This is an optimization exercise on Yosys and OpenROAD, whose aim is small area, a short achievable clock period and few clock cycles per item, not a production implementation. Function was checked by simulation only, so behaviour that the tests miss may differ from the original. Power is estimated from default activity; no workload was simulated.

## flow/config.mk

```make
export PLATFORM = sky130hd
export DESIGN_NAME = ordered_key_value_table
export DESIGN_NICKNAME = ordered_key_value_table
export VERILOG_FILES = /design/flow/design.v
export SDC_FILE = /design/flow/constraint.sdc
export NUM_CORES = 4
export LEC_CHECK = 0
export CAP_MARGIN = 20
export CORE_MARGIN = 2
export CORE_UTILIZATION = 50
export SETUP_SLACK_MARGIN = 4.5
export SLEW_MARGIN = 20
export TNS_END_PERCENT = 5
```

## flow/constraint.sdc

```tcl
create_clock -name core_clock -period 8.0 [get_ports {i_clk}]
set_input_delay 1.6000 -clock core_clock [delete_from_list [all_inputs] [get_ports {i_clk}]]
set_output_delay 1.6000 -clock core_clock [all_outputs]
set_load 0.01 [all_outputs]
```

## flow/design.v

```verilog
package okvt_pkg;
    localparam int TABLE_DEPTH = 64;
    localparam int ADDR_W      = (TABLE_DEPTH > 1) ? $clog2(TABLE_DEPTH) : 1;
    localparam int CNT_W       = $clog2(TABLE_DEPTH + 1);
    localparam int ENTRY_W     = 64;
    localparam logic [2:0] CMD_INSERT  = 3'd0;
    localparam logic [2:0] CMD_LOOKUP  = 3'd1;
    localparam logic [2:0] CMD_REMOVE  = 3'd2;
    localparam logic [2:0] CMD_CUR_RST = 3'd3;
    localparam logic [2:0] CMD_CUR_ADV = 3'd4;
    localparam logic [1:0] ST_OK        = 2'd0;
    localparam logic [1:0] ST_NOT_FOUND = 2'd1;
    localparam logic [1:0] ST_FULL      = 2'd2;
endpackage
module okvt_ram #(
    parameter int DEPTH = 64,
    parameter int WIDTH = 32
) (
    input  logic             i_clk,
    input  logic [DEPTH-1:0] i_shift,    
    input  logic [DEPTH-1:0] i_load,     
    input  logic [WIDTH-1:0] i_key,
    input  logic [WIDTH-1:0] i_val,
    output logic [DEPTH*WIDTH-1:0] o_key,    
    output logic [DEPTH*WIDTH-1:0] o_val
);
    logic [WIDTH-1:0] r_key [DEPTH];
    logic [WIDTH-1:0] r_val [DEPTH];
    always_ff @(posedge i_clk) begin
        for (int i = 0; i < DEPTH; i++) begin
            if (i_shift[i]) begin
                r_key[i] <= (i == 0) ? i_key : r_key[(i == 0) ? 0 : i-1];
            end
        end
    end
    always_ff @(posedge i_clk) begin
        for (int i = 0; i < DEPTH; i++) begin
            r_val[i] <= ({WIDTH{i_shift[i]}} & ((i == 0) ? i_val : r_val[(i == 0) ? 0 : i-1]))
                      | ({WIDTH{i_load[i]}} & i_val)
                      | ({WIDTH{!(i_shift[i] || i_load[i])}} & r_val[i]);
        end
    end
    always_comb begin
        for (int i = 0; i < DEPTH; i++) begin
            o_key[i*WIDTH +: WIDTH] = r_key[i];
            o_val[i*WIDTH +: WIDTH] = r_val[i];
        end
    end
endmodule
import okvt_pkg::*;
module ordered_key_value_table (
    input  logic      i_clk,
    input  logic      i_rst_n,
    input  logic      i_in_valid,
    output logic      o_in_stall,
    input  logic [66:0]  i_in_word,
    output logic      o_out_valid,
    input  logic      i_out_stall,
    output logic [105:0] o_out_word
);
    localparam int N = TABLE_DEPTH;
    logic        r_stall;    
    logic        r_cmp;      
    logic        r_upd;      
    logic        r_ov;       
    logic [2:0]  r_a_cmd;
    logic [31:0] r_a_key;
    logic [31:0] r_a_val;
    logic accept, commit;
    logic n_cmp, n_upd, n_ov, n_go;
    assign accept = i_in_valid && !r_stall;
    assign commit = r_go;
    assign n_cmp  = accept;
    assign n_upd  = r_cmp || (r_upd && !commit);
    assign n_ov   = commit || (r_ov && i_out_stall);
    assign n_go   = n_upd && !n_ov;
    logic r_go, r_go_ins, r_go_rem, r_go_cur, r_lkp;
    always_ff @(posedge i_clk) begin
        if (!i_rst_n) begin
            r_stall  <= 1'b0;
            r_cmp    <= 1'b0;
            r_upd    <= 1'b0;
            r_ov     <= 1'b0;
            r_go     <= 1'b0;
            r_go_ins <= 1'b0;
            r_go_rem <= 1'b0;
            r_go_cur <= 1'b0;
        end else begin
            r_stall  <= n_cmp || (n_upd && n_ov);
            r_cmp    <= n_cmp;
            r_upd    <= n_upd;
            r_ov     <= n_ov;
            r_go     <= n_go;
            r_go_ins <= n_go && (r_a_cmd == CMD_INSERT);
            r_go_rem <= n_go && (r_a_cmd == CMD_REMOVE);
            r_go_cur <= n_go && (r_a_cmd == CMD_CUR_RST || r_a_cmd == CMD_CUR_ADV);
        end
    end
    always_ff @(posedge i_clk) begin
        r_lkp <= (r_a_cmd == CMD_LOOKUP);
    end
    always_ff @(posedge i_clk) begin
        if (!r_stall) begin
            {r_a_cmd, r_a_key, r_a_val} <= i_in_word;
        end
    end
    assign o_in_stall = r_stall;
    logic [N-1:0]     r_vld;
    logic [CNT_W-1:0] r_cnt;
    logic [N-1:0]     r_coh;      
    logic             r_at_end;
    logic [31:0]      r_cur_key;
    logic [31:0]      r_cur_val;
    logic [1:0]       r_st;
    logic [31:0]      r_vout;
    logic [N-1:0]     r_m;        
    logic [N-1:0]     r_sel;      
    logic [31:0] ek [N];
    logic [31:0] ev [N];
    logic [N-1:0] shift, load;
    logic [N*32-1:0] ek_flat, ev_flat;
    okvt_ram #(.DEPTH(N), .WIDTH(32)) u_rows (
        .i_clk  (i_clk),
        .i_shift(shift),
        .i_load (load),
        .i_key  (r_a_key),
        .i_val  (r_a_val),
        .o_key  (ek_flat),
        .o_val  (ev_flat)
    );
    always_comb begin
        for (int i = 0; i < N; i++) begin
            ek[i] = ek_flat[i*32 +: 32];
            ev[i] = ev_flat[i*32 +: 32];
        end
    end
    logic [N-1:0] cand, above, nsel, match;
    always_comb begin
        logic acc;
        acc = 1'b0;
        for (int i = N - 1; i >= 0; i--) begin
            cand[i] = r_vld[i] && (acc || r_a_cmd == CMD_CUR_RST);
            acc     = acc || r_coh[i];
        end
    end
    always_comb begin
        logic acc;
        acc = 1'b0;
        for (int i = N - 1; i >= 0; i--) begin
            above[i] = acc;
            acc      = acc || cand[i];
        end
    end
    assign nsel = cand & ~above;
    always_comb begin
        for (int i = 0; i < N; i++) begin
            match[i] = r_vld[i] && (ek[i] == r_a_key);
        end
    end
    always_ff @(posedge i_clk) begin
        r_m   <= match;
        r_sel <= (r_a_cmd == CMD_LOOKUP) ? match : nsel;
    end
    logic         hit, full, app, at_cur, n_cv, move;
    logic [N-1:0] low;      
    logic [31:0]  rd_key, rd_val;
    assign hit    = |r_m;
    assign full   = r_cnt[CNT_W-1];
    assign app    = r_go_ins && !hit && !full;
    assign at_cur = |(r_m & r_coh);
    assign move   = r_go_cur || (r_go_rem && at_cur);
    assign n_cv   = move ? (|r_sel) : !r_at_end;
    always_comb begin
        logic acc;
        acc = 1'b1;
        for (int i = 0; i < N; i++) begin
            low[i] = acc;
            acc    = acc && r_vld[i];
        end
    end
    assign shift = {N{app}} & low;
    assign load  = {N{r_go_ins}} & r_m;
    always_comb begin
        rd_key = '0;
        rd_val = '0;
        for (int i = 0; i < N; i++) begin
            rd_key = rd_key | ({32{r_sel[i]}} & ek[i]);
            rd_val = rd_val | ({32{r_sel[i]}} & ev[i]);
        end
    end
    always_ff @(posedge i_clk) begin
        if (!i_rst_n) begin
            r_vld    <= '0;
            r_cnt    <= '0;
            r_coh    <= '0;
            r_at_end <= 1'b1;
        end else begin
            if (app) begin
                r_vld <= (r_vld & ~low) | ({r_vld[N-2:0], 1'b1} & low);
                r_coh <= (r_coh & ~low) | ({r_coh[N-2:0], 1'b0} & low);
                r_cnt <= r_cnt + 1'b1;
            end else if (r_go_rem && hit) begin
                r_vld <= r_vld & ~r_m;
                r_cnt <= r_cnt - 1'b1;
            end
            if (move) begin
                r_coh    <= r_sel;
                r_at_end <= !(|r_sel);
            end
        end
    end
    always_ff @(posedge i_clk) begin
        if (commit) begin
            if (!n_cv) begin
                r_cur_key <= '0;
                r_cur_val <= '0;
            end else if (move) begin
                r_cur_key <= rd_key;
                r_cur_val <= rd_val;
            end else if (r_go_ins && at_cur) begin
                r_cur_val <= r_a_val;
            end
            r_vout <= (r_lkp && hit) ? rd_val : '0;
            if (hit || r_a_cmd > CMD_REMOVE) begin
                r_st <= ST_OK;
            end else if (r_a_cmd == CMD_INSERT) begin
                r_st <= full ? ST_FULL : ST_OK;
            end else begin
                r_st <= ST_NOT_FOUND;
            end
        end
    end
    assign o_out_valid = r_ov;
    assign o_out_word  = {r_st, r_vout, r_cnt, r_at_end, r_cur_key, r_cur_val};
endmodule
```

## flow/run.sh

```bash
#!/bin/bash
# synth_recipe.tcl (not shown) runs the flow's synth.tcl, then flattens the netlist and writes it again
# the make line also repeats each setting of config.mk as NAME=value (left out here)
make -C /OpenROAD-flow-scripts/flow DESIGN_CONFIG=/design/flow/config.mk WORK_HOME=/design/flow/orfs CLKGATE_MAP_FILE= SYNTH_SCRIPT=/design/flow/synth_recipe.tcl finish
```

==> flow_summary.toml, run 1 <==
[global_routing]
grt_first_pass_wirelength_microns = 2630000
grt-ovfl-total = 12185
grt_usage_pct = 94.4
grt_max_degree = 223
grt_pass1_vias = 231068

[yosys]
synth.avg_cell_area_sq_um = 11.2
synth.distinct_cells = 81
synth_edf_count = 2213
async_flop_share_pct = 0
ys.flop_type = "dfxtp_1"
syn_area_sq_mm = 0.203
syn_inst = 18074
synth_top_area_share_pct = 32.8
yosysWarnings = 6
seq_area_frac_synth_pct = 55.7
yosys-top-cells-area = "edfxtp_1 (33%), dfxtp_1 (23%), a221o_1 (5.1%)"
syn-num-nets = 18151
ys_top_cells_by_count = "dfxtp_1 (2321), nand2_1 (2229), edfxtp_1 (2213)"
ys_seq_elements = 4534
synth_largest_area_cell = "edfxtp_1"
yosysMostFrequentCell = "dfxtp_1"

[floorplanning]
pin_count = 179
start_util_pct = 50.3
rows = 233
die_h_microns = 641
die_width_microns = 641

[clock_tree]
cts_buffer_depth = 4
clock_sinks = 4534
numCtsBuffers = 483
htree_levels = 5
clock-root-buffer = "clkbuf_16"

[placed_design]
hpwl_microns = 1130000
dpl_cell_area_sq_mm = 0.214
gp_congestion = 1.46
port_buffers = 178

[outcome]
stop_stage = "global routing"
status = "stopped before the end"
error = "[ERROR GRT-0116] Global routing finished with congestion. Check the congestion regions in the DRC Viewer."
==> how the worst max path moves through the flow <==
stage / start / endpoint
after floorplan: r_m[34] / u_rows.r_val[62][10]
after detailed placement: r_m[56] / u_rows.r_val[60][27]
after global placement: r_m[57] / u_rows.r_val[60][19]
after CTS: r_m[55] / u_rows.r_val[58][2]
==> logic make-up after synthesis <==
kind of cell,after synthesis,synth area share [%]
adder cells (fa/ha/maj),6,0.0407
multiplexers,126,0.644
flip-flops,4534,55.7
AND/OR/NAND/NOR,4928,12.1
AO/OA/AOI/OAI,4530,19.0
XOR/XNOR,2046,8.84
buffers and inverters,1904,3.67
==> power groups by stage <==
stage | combinational [mW] | sequential [mW] | clock [mW]
CTS | 3.72 | 24.4 | 23.3
detailed placement | 3.62 | 24.9 | 0
global placement | 3.62 | 24.9 | 0
floorplan | 1.39 | 24.8 | 0
==> timing repair <==
| action | in CTS |
|---|---|
| setup buffers | 241 |
| gates cloned | 56 |
| hold buffers | 0 |
| setup endpoints to repair | 4548 |
| resized for setup | 480 |
| pin swaps | 69 |
==> layer usage <==
layer	track usage [%]	GRT overflow
met5	74.1	131
met3	88.5	1089
met4	93.1	3285
met1	93.6	1154
met2	102	6526
==> stage by stage <==
stage | utilization, % | power, mW | setup WS [ps] | hold WS, ps | std cells
global placement | 52.9 | 28.5 | 1600 | 444 | 22572
CTS | 58.6 | 51.3 | 4150 | 459 | 23782
detailed placement | 53.1 | 28.5 | 1640 | 449 | 22587
floorplan | - | 26.2 | 3890 | 424 | 18074
Testbench counts, summed over its fixed seeds: cycles 32,016, items 16,000.
==> run 2: changes to the inputs <==
--- a/flow/design.v
+++ b/flow/design.v
@@ -107,7 +107,7 @@
     assign o_in_stall = r_stall;
     logic [N-1:0]     r_vld;
     logic [CNT_W-1:0] r_cnt;
-    logic [N-1:0]     r_coh;      
+    logic [N-1:0]     r_cur_t;    
     logic             r_at_end;
     logic [31:0]      r_cur_key;
     logic [31:0]      r_cur_val;
@@ -135,14 +135,7 @@
         end
     end
     logic [N-1:0] cand, above, nsel, match;
-    always_comb begin
-        logic acc;
-        acc = 1'b0;
-        for (int i = N - 1; i >= 0; i--) begin
-            cand[i] = r_vld[i] && (acc || r_a_cmd == CMD_CUR_RST);
-            acc     = acc || r_coh[i];
-        end
-    end
+    assign cand = r_vld & ({1'b0, r_cur_t[N-1:1]} | {N{r_a_cmd == CMD_CUR_RST}});
     always_comb begin
         logic acc;
         acc = 1'b0;
@@ -163,11 +156,14 @@
     end
     logic         hit, full, app, at_cur, n_cv, move;
     logic [N-1:0] low;      
+    logic [N-1:0] coh;      
+    logic [N-1:0] sel_t;    
     logic [31:0]  rd_key, rd_val;
     assign hit    = |r_m;
     assign full   = r_cnt[CNT_W-1];
     assign app    = r_go_ins && !hit && !full;
-    assign at_cur = |(r_m & r_coh);
+    assign coh    = r_cur_t & ~{1'b0, r_cur_t[N-1:1]};
+    assign at_cur = |(r_m & coh);
     assign move   = r_go_cur || (r_go_rem && at_cur);
     assign n_cv   = move ? (|r_sel) : !r_at_end;
     always_comb begin
@@ -176,6 +172,14 @@
         for (int i = 0; i < N; i++) begin
             low[i] = acc;
             acc    = acc && r_vld[i];
+        end
+    end
+    always_comb begin
+        logic acc;
+        acc = 1'b0;
+        for (int i = N - 1; i >= 0; i--) begin
+            acc      = acc || r_sel[i];
+            sel_t[i] = acc;
         end
     end
     assign shift = {N{app}} & low;
@@ -192,19 +196,19 @@
         if (!i_rst_n) begin
             r_vld    <= '0;
             r_cnt    <= '0;
-            r_coh    <= '0;
+            r_cur_t  <= '0;
             r_at_end <= 1'b1;
         end else begin
             if (app) begin
-                r_vld <= (r_vld & ~low) | ({r_vld[N-2:0], 1'b1} & low);
-                r_coh <= (r_coh & ~low) | ({r_coh[N-2:0], 1'b0} & low);
+                r_vld   <= r_vld | low;
+                r_cur_t <= (r_cur_t & ~low) | ({r_cur_t[N-2:0], r_cur_t[0]} & low);
                 r_cnt <= r_cnt + 1'b1;
             end else if (r_go_rem && hit) begin
                 r_vld <= r_vld & ~r_m;
                 r_cnt <= r_cnt - 1'b1;
             end
             if (move) begin
-                r_coh    <= r_sel;
+                r_cur_t  <= sel_t;
                 r_at_end <= !(|r_sel);
             end
         end
--- a/flow/config.mk
+++ b/flow/config.mk
@@ -7,7 +7,7 @@
 export LEC_CHECK = 0
 export CAP_MARGIN = 20
 export CORE_MARGIN = 2
-export CORE_UTILIZATION = 50
-export SETUP_SLACK_MARGIN = 4.5
+export CORE_UTILIZATION = 35
+export SETUP_SLACK_MARGIN = 4.4
 export SLEW_MARGIN = 20
 export TNS_END_PERCENT = 5
==> run 2 against run 1 <==
Effect of this change:
- the flow again stops in global routing
- synthesized area increased by 0.47%
- synthesized cell count fell by 4.3%
==> flow_summary.toml, run 2 <==
[outcome]
status = "stopped before the end"
stop_stage = "global routing"
error = "[ERROR GRT-0116] Global routing finished with congestion. Check the congestion regions in the DRC Viewer."

[floorplanning]
die_width_microns = 767
start_util_pct = 35.1
pin_count = 179
rows = 280
die_h_microns = 767

[yosys]
ys_top_cells_by_count = "dfxtp_1 (2321), edfxtp_1 (2213), and3_1 (1868)"
async_flop_share_pct = 0
ys.flop_type = "dfxtp_1"
yosysMostFrequentCell = "dfxtp_1"
ys_seq_elements = 4534
syn_inst = 17290
synth_largest_area_cell = "edfxtp_1"
syn-num-nets = 17367
synth.distinct_cells = 81
yosysWarnings = 6
syn_area_sq_mm = 0.204
seq_area_frac_synth_pct = 55.4
synth.avg_cell_area_sq_um = 11.8
yosys-top-cells-area = "edfxtp_1 (33%), dfxtp_1 (23%), a221o_1 (9.1%)"
synth_top_area_share_pct = 32.6
synth_edf_count = 2213

[global_routing]
grt-ovfl-total = 19
grt_usage_pct = 74.2
grt_max_degree = 224
grt_pass1_vias = 207945
grt_first_pass_wirelength_microns = 2780000

[placed_design]
gp_congestion = 1.26
hpwl_microns = 1420000
dp_slack_ps = 2900
port_buffers = 178

[clock_tree]
htree_levels = 6
numCtsBuffers = 553
clock-root-buffer = "clkbuf_16"
holdBufCountCts = 0
clock_sinks = 4534
cts_buffer_depth = 4
-- run 2: cell types whose count changed after synthesis, sizes merged, moves of 97 or more --
cell / before / now
xor2: 1016 / 1135
nand2: 2229 / 578
nor2: 238 / 141
xnor2: 1030 / 913
and3: 1064 / 1868
a22oi: 896 / 610
a32oi: 672 / 159
a221o: 1024 / 1858
-- run 2: worst max path at each step --
| stage | start | end | slack, ps |
|---|---|---|---|
| floorplan | r_m[37] | u_rows.r_val[16][10] | 3910 |
| global placement | r_m[39] | u_rows.r_key[6][16] | 2590 |
| detailed placement | r_m[50] | flip-flop | 2900 |
| CTS | r_vout[29] | o_out_word[101] | 4070 |
-- run 2: layer usage --
metal,GRT overflow,track usage (%)
met5,0,33.2
met1,0,75.7
met4,11,72.2
met2,8,86.9
met3,0,61.9
-- run 2: logic make-up after synthesis --
logic type	synth area share, %
simple gates	11.7
fa+ha+maj	0.0405
flops	55.4
xor+xnor	8.81
compound gates	19.9
mux	0.437
buf+inv	3.62
-- run 2: timing repair --
item / CTS
gates cloned: 28
buffers inserted: 189
gates resized for setup: 473
setup endpoints to repair: 4580
pin swaps: 74
-- run 2: per-stage QoR --
step	cell area [sq um]	hold WS (ps)	instances
floorplan	204000	424	17290
global placement	221000	452	24389
detailed placement	222000	453	24410
CTS	245000	462	25623
-- run 2: power by group through the flow --
stage / Clock [mW] / Combinational (mW) / Sequential (mW)
after global placement: 0 / 3.99 / 24.9
after floorplan: 0 / 1.26 / 24.8
after CTS: 25.7 / 4.16 / 24.3
after detailed placement: 0 / 3.98 / 24.9
Testbench counts of run 2, summed over its fixed seeds: cycles 32,016, items 16,000.
==> run 3: changes to the inputs <==
==> flow/flow/run.sh (new file) <==
#!/bin/bash
# The standard layout (standard.sh, all steps), with the resizer allowed to swap a
# cell for one of another footprint (the platform pins it to the same footprint,
# which leaves the port buffers and many gates as slow small cells).
set -euo pipefail
bash standard.sh MATCH_CELL_FOOTPRINT=0 finish > standard.log 2>&1
==> flow/standard.sh (new file) <==
#!/bin/bash
# synth_recipe.tcl (not shown) runs the flow's synth.tcl, then flattens the netlist and writes it again
# the make line also repeats each setting of config.mk as NAME=value (left out here)
make -C /OpenROAD-flow-scripts/flow DESIGN_CONFIG=/design/flow/config.mk WORK_HOME=/design/flow/orfs CLKGATE_MAP_FILE= SYNTH_SCRIPT=/design/flow/synth_recipe.tcl "${@:-finish}"
--- a/flow/config.mk
+++ b/flow/config.mk
@@ -8,6 +8,6 @@
 export CAP_MARGIN = 20
 export CORE_MARGIN = 2
 export CORE_UTILIZATION = 35
-export SETUP_SLACK_MARGIN = 4.4
+export SETUP_SLACK_MARGIN = 4.6
 export SLEW_MARGIN = 20
 export TNS_END_PERCENT = 5
removed: flow/run.sh
==> run 3 against run 2 <==
Effect of this change:
- the flow again stops in global routing
- synthesized area is the same
- synthesized cell count is the same
==> flow_summary.toml, run 3 <==
[clock_tree]
numCtsBuffers = 553
htree_levels = 6
clock-root-buffer = "clkbuf_16"
clock_sinks = 4534
cts_buffer_depth = 4
holdBufCountCts = 0

[placed_design]
dpl_cell_area_sq_mm = 0.222
post-place-cells = 24412
dp_slack_ps = 2310
hpwl_microns = 1420000
port_buffers = 178
gp_congestion = 1.28

[yosys]
seq_area_frac_synth_pct = 55.4
async_flop_share_pct = 0
syn-num-nets = 17367
ys_seq_elements = 4534
synth.avg_cell_area_sq_um = 11.8
syn_area_sq_mm = 0.204
synth_edf_count = 2213
synth_largest_area_cell = "edfxtp_1"
yosysMostFrequentCell = "dfxtp_1"
yosysWarnings = 6
syn_inst = 17290
synth.distinct_cells = 81
yosys-top-cells-area = "edfxtp_1 (33%), dfxtp_1 (23%), a221o_1 (9.1%)"
ys_top_cells_by_count = "dfxtp_1 (2321), edfxtp_1 (2213), and3_1 (1868)"
synth_top_area_share_pct = 32.6
ys.flop_type = "dfxtp_1"

[floorplanning]
die_width_microns = 767
die_h_microns = 767
pin_count = 179
rows = 280
start_util_pct = 35.1

[global_routing]
grt-ovfl-total = 8
grt_first_pass_wirelength_microns = 2790000
grt_max_degree = 282
grt_usage_pct = 74.2
grt_pass1_vias = 209882

[outcome]
status = "stopped before the end"
stop_stage = "global routing"
error = "[ERROR GRT-0116] Global routing finished with congestion. Check the congestion regions in the DRC Viewer."
run 3: cell counts after synthesis:
No cell type changed its count.
run 3: power groups by stage:
stage / clock network, mW / logic (mW) / registers [mW]
global placement: 0 / 4.03 / 24.9
CTS: 25.9 / 4.15 / 24.4
floorplan: 0 / 1.26 / 24.8
detailed placement: 0 / 4.01 / 24.9
run 3: logic make-up after synthesis:
group                    Yosys count  share of synthesized area (%)
AO/OA/AOI/OAI                   4604                           19.9
flip-flops                      4534                           55.4
AND/OR/NAND/NOR                 4091                           11.7
XOR/XNOR                        2048                           8.81
buffers and inverters           1923                           3.62
multiplexers                      84                          0.437
adder cells (fa/ha/maj)            6                         0.0405
run 3: worst min path at each step:
| stage | start | cells after the start | to | slack (ps) |
|---|---|---|---|---|
| 4_1_cts | u_rows.r_val[3][31] | 2 | u_rows.r_val[3][31] | 460 |
| 3_5_place_dp | u_rows.r_val[3][31] | 2 | u_rows.r_val[3][31] | 450 |
| 3_3_place_gp | u_rows.r_val[20][19] | 2 | u_rows.r_val[20][19] | 450 |
| 2_1_floorplan | r_a_key[0] | 0 | u_rows.r_key[0][0] | 420 |
run 3: metal layers:
metal / track usage, % / overflow
met1: 76.1 / 0
met3: 61.5 / 1
met4: 72.2 / 3
met5: 34.1 / 0
met2: 86.7 / 4
run 3: repair_timing:
action	4_1_cts
pin swaps	87
setup endpoints to repair	4628
gates cloned	34
buffers inserted	186
gates resized for setup	579
==> run 4: changes to the inputs <==
--- a/flow/design.v
+++ b/flow/design.v
@@ -105,6 +105,10 @@
         end
     end
     assign o_in_stall = r_stall;
+    logic [31:0] r_ck;
+    always_ff @(posedge i_clk) begin
+        r_ck <= (r_cmp || (r_upd && r_ov)) ? r_a_key : i_in_word[63:32];
+    end
     logic [N-1:0]     r_vld;
     logic [CNT_W-1:0] r_cnt;
     logic [N-1:0]     r_cur_t;    
@@ -147,7 +151,7 @@
     assign nsel = cand & ~above;
     always_comb begin
         for (int i = 0; i < N; i++) begin
-            match[i] = r_vld[i] && (ek[i] == r_a_key);
+            match[i] = r_vld[i] && (ek[i] == r_ck);
         end
     end
     always_ff @(posedge i_clk) begin
@@ -213,27 +217,47 @@
             end
         end
     end
+    logic [31:0] n_cur_key, n_cur_val, n_vout;
+    logic [1:0]  n_st;
+    always_comb begin
+        n_cur_key = r_cur_key;
+        n_cur_val = r_cur_val;
+        if (!n_cv) begin
+            n_cur_key = '0;
+            n_cur_val = '0;
+        end else if (move) begin
+            n_cur_key = rd_key;
+            n_cur_val = rd_val;
+        end else if (r_go_ins && at_cur) begin
+            n_cur_val = r_a_val;
+        end
+        n_vout = (r_lkp && hit) ? rd_val : '0;
+        if (hit || r_a_cmd > CMD_REMOVE) begin
+            n_st = ST_OK;
+        end else if (r_a_cmd == CMD_INSERT) begin
+            n_st = full ? ST_FULL : ST_OK;
+        end else begin
+            n_st = ST_NOT_FOUND;
+        end
+    end
     always_ff @(posedge i_clk) begin
         if (commit) begin
-            if (!n_cv) begin
-                r_cur_key <= '0;
-                r_cur_val <= '0;
-            end else if (move) begin
-                r_cur_key <= rd_key;
-                r_cur_val <= rd_val;
-            end else if (r_go_ins && at_cur) begin
-                r_cur_val <= r_a_val;
-            end
-            r_vout <= (r_lkp && hit) ? rd_val : '0;
-            if (hit || r_a_cmd > CMD_REMOVE) begin
-                r_st <= ST_OK;
-            end else if (r_a_cmd == CMD_INSERT) begin
-                r_st <= full ? ST_FULL : ST_OK;
-            end else begin
-                r_st <= ST_NOT_FOUND;
-            end
-        end
+            r_cur_key <= n_cur_key;
+            r_cur_val <= n_cur_val;
+            r_vout    <= n_vout;
+            r_st      <= n_st;
+        end
+    end
+    logic [31:0] r_o_cur_key, r_o_cur_val, r_o_vout;
+    logic [1:0]  r_o_st;
+    logic        o_commit;
+    assign o_commit = r_upd && !r_ov;
+    always_ff @(posedge i_clk) begin
+        r_o_cur_key <= o_commit ? n_cur_key : r_cur_key;
+        r_o_cur_val <= o_commit ? n_cur_val : r_cur_val;
+        r_o_vout    <= o_commit ? n_vout : r_vout;
+        r_o_st      <= o_commit ? n_st : r_st;
     end
     assign o_out_valid = r_ov;
-    assign o_out_word  = {r_st, r_vout, r_cnt, r_at_end, r_cur_key, r_cur_val};
+    assign o_out_word  = {r_o_st, r_o_vout, r_cnt, r_at_end, r_o_cur_key, r_o_cur_val};
 endmodule
==> flow/flow/run.sh (replaced) <==
#!/bin/bash
# The standard layout (standard.sh, all steps) with two changes to how cells are
# picked: the port buffers are buf_4 (the default pick is a slow delay buffer that
# the resizer then leaves in place), and the resizer may swap a cell for one of
# another footprint (the platform pins it to the same footprint).
set -euo pipefail
bash standard.sh MATCH_CELL_FOOTPRINT=0 \
    "BUFFER_PORTS_ARGS=-buffer_cell sky130_fd_sc_hd__buf_4" finish > standard.log 2>&1
==> flow/config.mk (replaced) <==
export PLATFORM = sky130hd
export DESIGN_NAME = ordered_key_value_table
export DESIGN_NICKNAME = ordered_key_value_table
export VERILOG_FILES = /design/flow/design.v
export SDC_FILE = /design/flow/constraint.sdc
export NUM_CORES = 4
export LEC_CHECK = 0
export CAP_MARGIN = 30
export CORE_MARGIN = 2
export CORE_UTILIZATION = 33
export PLACE_DENSITY = 0.42
export SETUP_SLACK_MARGIN = 4.6
export SLEW_MARGIN = 60
export TNS_END_PERCENT = 20
==> run 4 against run 3 <==
Effect of this change:
- synthesized area up 2.6%
- the run again fails in global routing
- synthesized cell count up 2.7%
==> flow_summary.toml, run 4 <==
[clock_tree]
holdBufCountCts = 0
numCtsBuffers = 570
htree_levels = 6
clock_sinks = 4664
clock-root-buffer = "clkbuf_16"
cts_buffer_depth = 4

[floorplanning]
start_util_pct = 33.1
rows = 292
die_h_microns = 800
pin_count = 179
die_width_microns = 800

[placed_design]
hpwl_microns = 1620000
port_buffers = 178
dpl_cell_area_sq_mm = 0.251
post-place-cells = 26382
gp_congestion = 1.20
dp_slack_ps = 2930

[yosys]
yosys-top-cells-area = "edfxtp_1 (32%), dfxtp_1 (23%), a221o_1 (9.3%)"
async_flop_share_pct = 0
syn-num-nets = 17839
synth_largest_area_cell = "edfxtp_1"
syn_inst = 17762
synth_edf_count = 2213
seq_area_frac_synth_pct = 55.3
synth_top_area_share_pct = 31.8
yosysMostFrequentCell = "dfxtp_1"
syn_area_sq_mm = 0.209
synth.distinct_cells = 71
ys_top_cells_by_count = "dfxtp_1 (2451), edfxtp_1 (2213), and3_1 (1982)"
ys_seq_elements = 4664
synth.avg_cell_area_sq_um = 11.8
ys.flop_type = "dfxtp_1"
yosysWarnings = 6

[global_routing]
grt_pass1_vias = 222218
grt-ovfl-total = 34
grt_usage_pct = 73.5
grt_first_pass_wirelength_microns = 3000000
grt_max_degree = 126

[outcome]
error = "[ERROR GRT-0116] Global routing finished with congestion. Check the congestion regions in the DRC Viewer."
stop_stage = "global routing"
status = "stopped before the end"
-- run 4: cell count changes after synthesis, moves of 41 or more --
| cell | before | now |
|---|---|---|
| xnor2_1 | 913 | 864 |
| mux2_2 | 39 | 100 |
| xor2_1 | 1135 | 1181 |
| dfxtp_1 | 2321 | 2451 |
| a22o_1 | 738 | 780 |
| or4_1 | 13 | 56 |
| a22oi_1 | 610 | 558 |
| a211oi_1 | 42 | 1 |
| a32oi_1 | 159 | 96 |
| a221o_1 | 1858 | 1951 |
| and3_1 | 1868 | 1982 |
-- run 4: timing repair --
action	CTS
endpoints found under the setup margin	4436
resized for setup	454
cloned	53
pin swaps	80
setup buffers	297
-- run 4: cell families after synthesis --
| kind of cell | synth area share, % |
|---|---|
| fa+ha+maj | 0.0395 |
| xor+xnor | 8.57 |
| simple gates | 11.9 |
| mux | 0.794 |
| buf+inv | 3.65 |
| flops | 55.3 |
| compound gates | 19.8 |
-- run 4: how the worst max path moves through the flow --
stage	startpoint	endpoint	cells after the start
after global placement	r_vld[10]	u_rows.r_key[47][24]	7
after detailed placement	r_m[35]	u_rows.r_val[1][11]	13
after CTS	r_sel[61]	r_cur_val[6]	12
after floorplan	r_vld[15]	u_rows.r_val[31][10]	10
-- run 4: power groups by stage --
stage	Combinational, mW	Clock [mW]	Sequential [mW]
2_1_floorplan	1.48	0	25.6
3_5_place_dp	5.31	0	25.7
3_3_place_gp	4.61	0	25.8
4_1_cts	5.44	26.9	25.2
-- run 4: metal layers --
layer  track usage, %  GRT overflow
met5             30.5             0
met3             59.0             3
met1             75.1             0
met2             86.7            18
met4             73.7            13
-- run 4: stage by stage --
stage | utilization, % | hold slack [ps]
floorplan | - | 422
global placement | 35.9 | 426
detailed placement | 39.7 | 432
CTS | 43.6 | 442
Testbench counts of run 4, summed over its fixed seeds: cycles 32,016, items 16,000.
==> run 5: changes to the inputs <==
--- a/flow/design.v
+++ b/flow/design.v
@@ -139,6 +139,8 @@
         end
     end
     logic [N-1:0] cand, above, nsel, match;
+    logic         r_nok;    
+    logic         r_at;     
     assign cand = r_vld & ({1'b0, r_cur_t[N-1:1]} | {N{r_a_cmd == CMD_CUR_RST}});
     always_comb begin
         logic acc;
@@ -157,19 +159,19 @@
     always_ff @(posedge i_clk) begin
         r_m   <= match;
         r_sel <= (r_a_cmd == CMD_LOOKUP) ? match : nsel;
+        r_nok <= |cand;
+        r_at  <= !r_at_end && (r_cur_key == r_ck);
     end
     logic         hit, full, app, at_cur, n_cv, move;
     logic [N-1:0] low;      
-    logic [N-1:0] coh;      
     logic [N-1:0] sel_t;    
     logic [31:0]  rd_key, rd_val;
     assign hit    = |r_m;
     assign full   = r_cnt[CNT_W-1];
     assign app    = r_go_ins && !hit && !full;
-    assign coh    = r_cur_t & ~{1'b0, r_cur_t[N-1:1]};
-    assign at_cur = |(r_m & coh);
+    assign at_cur = r_at;
     assign move   = r_go_cur || (r_go_rem && at_cur);
-    assign n_cv   = move ? (|r_sel) : !r_at_end;
+    assign n_cv   = move ? r_nok : !r_at_end;
     always_comb begin
         logic acc;
         acc = 1'b1;
@@ -213,7 +215,7 @@
             end
             if (move) begin
                 r_cur_t  <= sel_t;
-                r_at_end <= !(|r_sel);
+                r_at_end <= !r_nok;
             end
         end
     end
@@ -259,5 +261,16 @@
         r_o_st      <= o_commit ? n_st : r_st;
     end
     assign o_out_valid = r_ov;
-    assign o_out_word  = {r_o_st, r_o_vout, r_cnt, r_at_end, r_o_cur_key, r_o_cur_val};
+    logic r_o_at_end;
+    logic o_move;
+    assign o_move = o_commit && (r_a_cmd == CMD_CUR_RST || r_a_cmd == CMD_CUR_ADV
+                                 || (r_a_cmd == CMD_REMOVE && r_at));
+    always_ff @(posedge i_clk) begin
+        if (!i_rst_n) begin
+            r_o_at_end <= 1'b1;
+        end else begin
+            r_o_at_end <= o_move ? !r_nok : r_at_end;
+        end
+    end
+    assign o_out_word  = {r_o_st, r_o_vout, r_cnt, r_o_at_end, r_o_cur_key, r_o_cur_val};
 endmodule
==> flow/run.sh (new file) <==
#!/bin/bash
# synth_recipe.tcl (not shown) runs the flow's synth.tcl, then flattens the netlist and writes it again
# the make line also repeats each setting of config.mk as NAME=value (left out here)
make -C /OpenROAD-flow-scripts/flow DESIGN_CONFIG=/design/flow/config.mk WORK_HOME=/design/flow/orfs CLKGATE_MAP_FILE= SYNTH_SCRIPT=/design/flow/synth_recipe.tcl finish
==> flow/config.mk (replaced) <==
export PLATFORM = sky130hd
export DESIGN_NAME = ordered_key_value_table
export DESIGN_NICKNAME = ordered_key_value_table
export VERILOG_FILES = /design/flow/design.v
export SDC_FILE = /design/flow/constraint.sdc
export NUM_CORES = 4
export LEC_CHECK = 0
export CAP_MARGIN = 20
export CORE_MARGIN = 2
export CORE_UTILIZATION = 22
export MIN_ROUTING_LAYER = met2
export PLACE_DENSITY = 0.28
export SETUP_SLACK_MARGIN = 4.2
export SLEW_MARGIN = 20
export TNS_END_PERCENT = 10
removed: flow/flow/run.sh
removed: flow/standard.sh
==> run 5 against run 4 <==
Effect of this change:
- the run again fails in global routing
- synthesized area decreased by 0.79%
- synthesized cell count about the same
==> flow_summary.toml, run 5 <==
[outcome]
status = "stopped before the end"
stop_stage = "global routing"
error = "[ERROR GRT-0116] Global routing finished with congestion. Check the congestion regions in the DRC Viewer."

[yosys]
ys_top_cells_by_count = "dfxtp_1 (2454), edfxtp_1 (2213), and3_1 (1748)"
ys.flop_type = "dfxtp_1"
syn-num-nets = 17843
synth_edf_count = 2213
ys_seq_elements = 4667
async_flop_share_pct = 0
seq_area_frac_synth_pct = 55.7
synth_top_area_share_pct = 32.0
syn_area_sq_mm = 0.207
yosysMostFrequentCell = "dfxtp_1"
yosysWarnings = 6
yosys-top-cells-area = "edfxtp_1 (32%), dfxtp_1 (24%), a221o_1 (8.3%)"
syn_inst = 17766
synth.distinct_cells = 78
synth.avg_cell_area_sq_um = 11.7
synth_largest_area_cell = "edfxtp_1"

[global_routing]
grt_max_degree = 133
grt_usage_pct = 90.1
grt_pass1_vias = 348720
grt-ovfl-total = 6856
grt_first_pass_wirelength_microns = 3760000

[floorplanning]
die_h_microns = 975
die_width_microns = 975
rows = 356
pin_count = 179
start_util_pct = 22.1

[clock_tree]
cts_buffer_depth = 5
numCtsBuffers = 643
holdBufCountCts = 0
clock-root-buffer = "clkbuf_16"
clock_sinks = 4667
htree_levels = 6

[placed_design]
port_buffers = 178
gp_congestion = 1.41
dpl_cell_area_sq_mm = 0.236
hpwl_microns = 1870000
dp_slack_ps = 1920
## run 5: cell types whose count changed after synthesis, sizes merged, moves of 74 or more
cell	previous run	this run
nor2	105	199
and3	1982	1748
xor2	1181	1261
a32oi	96	223
nand3b	79	5
a221o	1951	1729
nand2	569	897
## run 5: logic make-up after synthesis
kind of cell	count (synthesis)	share of synthesized area, %
fa+ha+maj	6	0.0398
flops	4667	55.7
xor+xnor	2073	8.75
simple gates	4379	11.8
mux	148	0.776
buf+inv	1906	3.49
compound gates	4587	19.4
## run 5: per-stage QoR
stage	hold WS (ps)	utilization, %	std cells
after floorplan	422	-	17766
after global placement	429	25.0	29980
after detailed placement	433	25.1	30027
after CTS	440	27.9	31404
## run 5: repair_timing
| item | CTS |
|---|---|
| pin swaps | 85 |
| buffers inserted | 209 |
| resized for setup | 430 |
| endpoints found under the setup margin | 4447 |
| cloned | 35 |
## run 5: worst max path at each step
stage             start             endpoint  slack (ps)  cells after the start
3_3_place_gp   r_ck[23]            r_sel[26]         820                      9
2_1_floorplan  r_vld[2]  u_rows.r_key[21][0]        3510                      8
4_1_cts        r_ck[25]            r_sel[42]        3850                     10
3_5_place_dp    r_m[59]  u_rows.r_val[17][3]        1920                     11
## run 5: power groups by stage
stage | sequential [mW] | combinational, mW | clock (mW)
detailed placement | 25.8 | 5.43 | 0
CTS | 25.2 | 5.72 | 29.6
floorplan | 25.6 | 1.50 | 0
global placement | 25.8 | 5.45 | 0
## run 5: per-layer routing
layer  global-route usage, %  overflow
met3                    93.4      3834
met5                    81.0       633
met1                       -         -
met2                    92.0      1472
met4                    82.5       917
Testbench counts of run 5, summed over its fixed seeds: cycles 32,016, items 16,000.
